Background: an optimization exercise with open tools, aiming at small area, a short achievable clock period and few clock cycles. Do not read the settings as production practice.
Only simulation tests tie the RTL to the original design; equivalence was not proved.
The flow treats the clock pin as an ideal source, which a real chip does not have.
Power and IR drop assume default switching activity.

==> flow/design.v (excerpt) <==
module l2_write_buffer (
    input  logic   clk_i,
    input  logic   rst_i,
    input  logic   l2_read,
    input  logic   l2_write,
    input  l2_wb_types::addr_t  l2_address,
    input  l2_wb_types::line_t  l2_wdata,
    output logic   l2_resp,
    output l2_wb_types::line_t  l2_rdata,
    output logic   pmem_read,
    output logic   pmem_write,
    output l2_wb_types::addr_t  pmem_address,
    output l2_wb_types::line_t  pmem_wdata,
    input  logic   pmem_resp,
    input  l2_wb_types::line_t  pmem_rdata,
    output logic   wb_empty
);
clock: 5.0 ns
lec_check: 0
cap_margin: 20
core_area: 10 10 390 390
die_area: 0 0 400 400
setup_slack_margin: 3.2
slew_margin: 20
standard.sh (not shown) runs the stock make flow with config.mk's settings and CLKGATE_MAP_FILE= SYNTH_SCRIPT=/design/flow/synth_recipe.tcl, a recipe that flattens the netlist after the stock synthesis.
==> flow/flow/run.sh <==
#!/bin/bash
# Standard layout, with the port buffers made from the smallest plain buffer.
set -euo pipefail
export BUFFER_PORTS_ARGS="-buffer_cell sky130_fd_sc_hd__buf_1"
bash standard.sh > standard_flow.log 2>&1
Testbench counts at the start, summed over its fixed seeds: cycles 25,351.
Then changed:
==> flow/run.sh (new file) <==
#!/bin/bash
# synth_recipe.tcl (not shown) runs the flow's synth.tcl, then flattens the netlist and writes it again
# the make line also repeats each setting of config.mk as NAME=value (left out here)
make -C /OpenROAD-flow-scripts/flow DESIGN_CONFIG=/design/flow/config.mk WORK_HOME=/design/flow/orfs CLKGATE_MAP_FILE= SYNTH_SCRIPT=/design/flow/synth_recipe.tcl finish
removed: flow/flow/run.sh
removed: flow/standard.sh
- cell area rises by about a fifth
- critical path depth is higher by 1
- maximum frequency fell by a few percent
- area after synthesis does not change
- worst setup slack loses 0.070 ns
- register-to-register slack barely changes
- wire length came out higher by a few percent

## cedar
l2_write_buffer, a different RTL version from the one above (not shown whole).
Size in the first run: ~1200 cells after synthesis, roughly 280 flip-flops, ~1100 I/O pins, ~13000 um2 of cells after synthesis.
// l2_write_buffer
module l2_write_buffer (
    input  logic   clk_i,
    input  logic   rst_i,
    input  logic   l2_read,
    input  logic   l2_write,
    input  l2_wb_types::addr_t  l2_address,
    input  l2_wb_types::line_t  l2_wdata,
    output logic   l2_resp,
    output l2_wb_types::line_t  l2_rdata,
    output logic   pmem_read,
    output logic   pmem_write,
    output l2_wb_types::addr_t  pmem_address,
    output l2_wb_types::line_t  pmem_wdata,
    input  logic   pmem_resp,
    input  l2_wb_types::line_t  pmem_rdata,
    output logic   wb_empty
);
Settings: LEC_CHECK=0, CAP_MARGIN=20, CORE_AREA=10 10 290 290, CTS_CLUSTER_DIAMETER=100, CTS_CLUSTER_SIZE=20, DIE_AREA=0 0 300 300, SETUP_SLACK_MARGIN=2.8, SLEW_MARGIN=20; clock period 5.0 ns.
==> flow/flow/run.sh <==
#!/bin/bash
# Standard layout (standard.sh) with: port buffers made from the smallest plain
# buffer, high-fanout nets split into buffer trees before timing repair, the
# pins placed on more metal layers so that the die can be smaller, and the four
# pins of each data bit (l2_wdata, pmem_rdata, l2_rdata, pmem_wdata) kept
# together, and no delay cells used as buffers by the repair steps.
set -euo pipefail
export BUFFER_PORTS_ARGS="-buffer_cell sky130_fd_sc_hd__buf_1"
export PRE_RESIZE_TCL="$PWD/flow/pre_resize.tcl"
pins=""
if [[ -f flow/pins.args ]]; then pins="$(cat flow/pins.args)"; fi
if [[ -f flow/group_bits ]]; then
  for i in $(seq 0 255); do
    pins="$pins -group_pins {l2_wdata[$i] pmem_rdata[$i] l2_rdata[$i] pmem_wdata[$i]}"
  done
fi
export PLACE_PINS_ARGS="$pins"
if [[ -f flow/io_v.txt ]]; then export IO_PLACER_V="$(cat flow/io_v.txt)"; fi
if [[ -f flow/io_h.txt ]]; then export IO_PLACER_H="$(cat flow/io_h.txt)"; fi
if [[ -f flow/post_cts.tcl ]]; then export POST_CTS_TCL="$PWD/flow/post_cts.tcl"; fi
if [[ -f flow/no_delay_cells.tcl ]]; then
  for step in FLOORPLAN GLOBAL_PLACE CTS GLOBAL_ROUTE REPAIR_TIMING_POST_PLACE DETAIL_PLACE; do
    export PRE_${step}_TCL="$PWD/flow/no_delay_cells.tcl"
  done
fi
bash standard.sh > standard_flow.log 2>&1
==> flow/flow/group_bits <==
group
==> flow/flow/io_v.txt <==
met2 met4
==> flow/flow/no_delay_cells.tcl <==
# Keep timing and design repair from using delay cells as buffers.
set_dont_use [get_lib_cells {sky130_fd_sc_hd__clkdlybuf4s* sky130_fd_sc_hd__dlygate* sky130_fd_sc_hd__dlymetal* sky130_fd_sc_hd__dlybuf*}]
==> flow/flow/pre_resize.tcl <==
source [file join [file dirname [info script]] no_delay_cells.tcl]
# Gain-based buffering of the high-fanout nets (the entry's load strobes)
# before the standard repair.
repair_design -buffer_gain 4.0
Testbench counts of cedar, summed over its fixed seeds: cycles 25,351.
Relative to cedar, the following input files were edited for maple:
- SETUP_SLACK_MARGIN: 2.8 -> 3.0
==> flow/flow/run.sh <==
#!/bin/bash
# Standard layout (standard.sh) with: port buffers made from the smallest plain
# buffer, high-fanout nets split into buffer trees before timing repair, and
# the pins placed on more metal layers so that the die can be smaller.
set -euo pipefail
export BUFFER_PORTS_ARGS="-buffer_cell sky130_fd_sc_hd__buf_1"
export PRE_RESIZE_TCL="$PWD/flow/pre_resize.tcl"
if [[ -f flow/pins.args ]]; then export PLACE_PINS_ARGS="$(cat flow/pins.args)"; fi
if [[ -f flow/io_v.txt ]]; then export IO_PLACER_V="$(cat flow/io_v.txt)"; fi
if [[ -f flow/io_h.txt ]]; then export IO_PLACER_H="$(cat flow/io_h.txt)"; fi
if [[ -f flow/post_cts.tcl ]]; then export POST_CTS_TCL="$PWD/flow/post_cts.tcl"; fi
bash standard.sh > standard_flow.log 2>&1
==> flow/flow/pre_resize.tcl <==
set_max_fanout 16 [current_design]
removed: flow/flow/group_bits
removed: flow/flow/no_delay_cells.tcl
[summary]
maple and cedar all finish clean.
maple gives more worst slew slack as a fraction of its limit than cedar did.
Looking at total of clock buffers placed in the layout, maple sits 4 above cedar.
maple -> cedar: delay of the slowest cell on the worst path flat
maple ends up with higher minimum period implied by the final worst setup slack than cedar does.
From cedar to maple the numbers moved as follows: logic depth of the worst path, buffers included saw an increase, total power saw an increase, minimum setup slack after placement saw a decrease.
Half-perimeter wire length after detailed placement is higher on maple
Relative to maple, the following input files were edited for harbor:
- changing DIE_AREA from 0 0 300 300 to 0 0 240 240
- changing SETUP_SLACK_MARGIN from 3.0 to 2.8
- changing CORE_AREA from 10 10 290 290 to 10 10 230 230
diff --git a/flow/flow/run.sh b/flow/flow/run.sh
--- a/flow/flow/run.sh
+++ b/flow/flow/run.sh
@@ -3,2 +3,4 @@
-# buffer, high-fanout nets split into buffer trees before timing repair, and
-# the pins placed on more metal layers so that the die can be smaller.
+# buffer, high-fanout nets split into buffer trees before timing repair, the
+# pins placed on more metal layers so that the die can be smaller, and the four
+# pins of each data bit (l2_wdata, pmem_rdata, l2_rdata, pmem_wdata) kept
+# together.
@@ -8 +10,8 @@
-if [[ -f flow/pins.args ]]; then export PLACE_PINS_ARGS="$(cat flow/pins.args)"; fi
+pins=""
+if [[ -f flow/pins.args ]]; then pins="$(cat flow/pins.args)"; fi
+if [[ -f flow/group_bits ]]; then
+  for i in $(seq 0 255); do
+    pins="$pins -group_pins {l2_wdata[$i] pmem_rdata[$i] l2_rdata[$i] pmem_wdata[$i]}"
+  done
+fi
+export PLACE_PINS_ARGS="$pins"
==> flow/flow/group_bits (new file) <==
group
==> flow/flow/pre_resize.tcl <==
# no fanout limit
## What came out
Cell area, maple and harbor: higher on maple. On final-layout worst hold slack, maple loses to harbor. Looking at worst-case setup margin in the final layout, harbor sits 94 ps higher than maple does. Capturing element of the worst setup path = pmem_wdata[51]: harbor; capturing element of the worst setup path = u_storage.data_q[113]: maple.
[inputs] onyx vs harbor
- SETUP_SLACK_MARGIN now 2.9, was 2.8
- CORE_AREA now 10 10 290 290, was 10 10 230 230
- DIE_AREA now 0 0 300 300, was 0 0 240 240
==> flow/flow/run.sh <==
#!/bin/bash
# Standard layout (standard.sh) with: port buffers made from the smallest plain
# buffer, high-fanout nets split into buffer trees before timing repair, and
# the pins placed on more metal layers so that the die can be smaller.
set -euo pipefail
export BUFFER_PORTS_ARGS="-buffer_cell sky130_fd_sc_hd__buf_1"
export PRE_RESIZE_TCL="$PWD/flow/pre_resize.tcl"
if [[ -f flow/pins.args ]]; then export PLACE_PINS_ARGS="$(cat flow/pins.args)"; fi
if [[ -f flow/io_v.txt ]]; then export IO_PLACER_V="$(cat flow/io_v.txt)"; fi
if [[ -f flow/io_h.txt ]]; then export IO_PLACER_H="$(cat flow/io_h.txt)"; fi
if [[ -f flow/post_cts.tcl ]]; then export POST_CTS_TCL="$PWD/flow/post_cts.tcl"; fi
bash standard.sh > standard_flow.log 2>&1
==> flow/flow/post_cts.tcl (new file) <==
# Collapse the middle levels of the clock tree so that every leaf clock buffer
# is driven by the root clock buffer directly.
set block [ord::get_db_block]
set collapsed 0
foreach inst [$block getInsts] {
  set name [$inst getName]
  if {![regexp {^clkbuf_[1-9][0-9]*_} $name]} { continue }
  set innet [[$inst findITerm A] getNet]
  set outnet [[$inst findITerm X] getNet]
  foreach it [$outnet getITerms] {
    if {[$it getInst] eq $inst} { continue }
    $it disconnect
    $it connect $innet
  }
  odb::dbInst_destroy $inst
  odb::dbNet_destroy $outnet
  incr collapsed
}
puts "post_cts: collapsed $collapsed clock buffers"
==> flow/flow/pre_resize.tcl <==
set_max_fanout 16 [current_design]
removed: flow/flow/group_bits
--- outcome ---
| final setup slack of the worst path | lower: harbor |
Comparing harbor and onyx, switching power of the nets is higher on onyx.
Clock period minus final worst setup slack down 7.0 ps in onyx wrt harbor
When onyx is measured against harbor, its global-route wire length before repair turns out about 43% higher.
Looking at highest layer used for signal routing, the met5 result is from onyx; the met4 one comes from harbor.
onyx vs. harbor: total power moved up, clock latency of the later-clocked register in the worst-skew pair comparable.
Met1 layer usage reported by global route: onyx vs harbor up 2.6 points
Diff harbor -> onyx: sum of met3 wire segment lengths after detailed routing picked up an extra about 140%; final area picked up an extra 20%.
### onyx -> ember
- a change of CTS_CLUSTER_DIAMETER from 100 to 60
- a change of CTS_CLUSTER_SIZE from 20 to 30
- a change of CORE_AREA from 10 10 290 290 to 10 10 250 250
- a change of SETUP_SLACK_MARGIN from 2.9 to 2.8
- a change of DIE_AREA from 0 0 300 300 to 0 0 260 260
diff --git a/flow/flow/run.sh b/flow/flow/run.sh
--- a/flow/flow/run.sh
+++ b/flow/flow/run.sh
@@ -3,2 +3,4 @@
-# buffer, high-fanout nets split into buffer trees before timing repair, and
-# the pins placed on more metal layers so that the die can be smaller.
+# buffer, high-fanout nets split into buffer trees before timing repair, the
+# pins placed on more metal layers so that the die can be smaller, and the four
+# pins of each data bit (l2_wdata, pmem_rdata, l2_rdata, pmem_wdata) kept
+# together.
@@ -8 +10,8 @@
-if [[ -f flow/pins.args ]]; then export PLACE_PINS_ARGS="$(cat flow/pins.args)"; fi
+pins=""
+if [[ -f flow/pins.args ]]; then pins="$(cat flow/pins.args)"; fi
+if [[ -f flow/group_bits ]]; then
+  for i in $(seq 0 255); do
+    pins="$pins -group_pins {l2_wdata[$i] pmem_rdata[$i] l2_rdata[$i] pmem_wdata[$i]}"
+  done
+fi
+export PLACE_PINS_ARGS="$pins"
==> flow/flow/group_bits (new file) <==
group
==> flow/flow/pre_resize.tcl <==
# no fanout limit
removed: flow/flow/post_cts.tcl
Notes after the runs:
- Looking at area growth from synthesis to layout, ember sits below onyx.
- In the tables for ember and onyx, via count of the first global-routing pass reads higher with onyx.
- Diff onyx -> ember: number of violations reported at the end of detailed-routing iteration 0 went down; largest net degree at the start of global routing grew by 142.
Changes in delta relative to ember:
- a change of CTS_CLUSTER_DIAMETER from 60 to 100
- a change of CTS_CLUSTER_SIZE from 30 to 20
diff --git a/flow/flow/run.sh b/flow/flow/run.sh
--- a/flow/flow/run.sh
+++ b/flow/flow/run.sh
@@ -16,0 +17,5 @@
+if [[ -f flow/group_ctrl ]]; then
+  ctrl="l2_read l2_write pmem_resp l2_resp pmem_read pmem_write wb_empty"
+  for i in $(seq 5 15); do ctrl="$ctrl l2_address[$i] pmem_address[$i]"; done
+  pins="$pins -group_pins {$ctrl}"
+fi
==> flow/flow/group_ctrl (new file) <==
group
Notes after the runs:
Summary of delta over ember: number of enable flip-flop cells after synthesis stayed essentially flat; area after synthesis stayed essentially flat; mean cell area of the mapped netlist stayed essentially flat; compound-cell area share of the yosys netlist stayed essentially flat; synthesized flop and latch total stayed essentially flat. delta: PPL-0086 in 3_2_place_iop -> run aborted. Placement row count: ember vs delta, no meaningful difference. Re number of standard cells after synthesis: no difference whatsoever between delta and ember.

## what the ideal ports hide
The flow's constraints put no driver on any port. The routed layouts listed below were extracted and timed again, unchanged, in two steps. Step 1 assumes that a clkbuf_16 drives the clock port and a buf_2 every other input. Step 2 moves the port delays by t, midway between the first and last clock arrival at a register: inputs arrive t later, outputs are due t later. That takes back most of the time a late clock gives input paths. Slacks: ideal ports / drivers / drivers and shift; pairs: ideal ports / drivers.
run	t, ns	setup slack, ns	worst setup path after step 2	clock arrival spread, ns	pins driven straight from the clock port
the first run of note 1	0.669	2.663 / 2.594 / 2.215	input to register	0.028 / 0.028	1
the second run of note 1	0.680	2.592 / 2.526 / 2.297	input to register	0.040 / 0.040	1
cedar	0.581	2.831 / 2.820 / 2.278	input to register	0.020 / 0.020	1
maple	0.607	2.774 / 2.775 / 2.167	input to register	0.033 / 0.033	1
harbor	0.560	2.868 / 2.818 / 2.320	input to register	0.024 / 0.025	1
onyx	0.568	2.875 / 2.862 / 2.294	input to register	0.011 / 0.011	1
ember	0.587	2.871 / 2.822 / 2.297	input to register	0.030 / 0.030	1
After both steps setup and hold are still met in every run listed. The setup slack of maple, which loses most, moves by +0.001 ns with the drivers and by -0.607 ns with both steps.
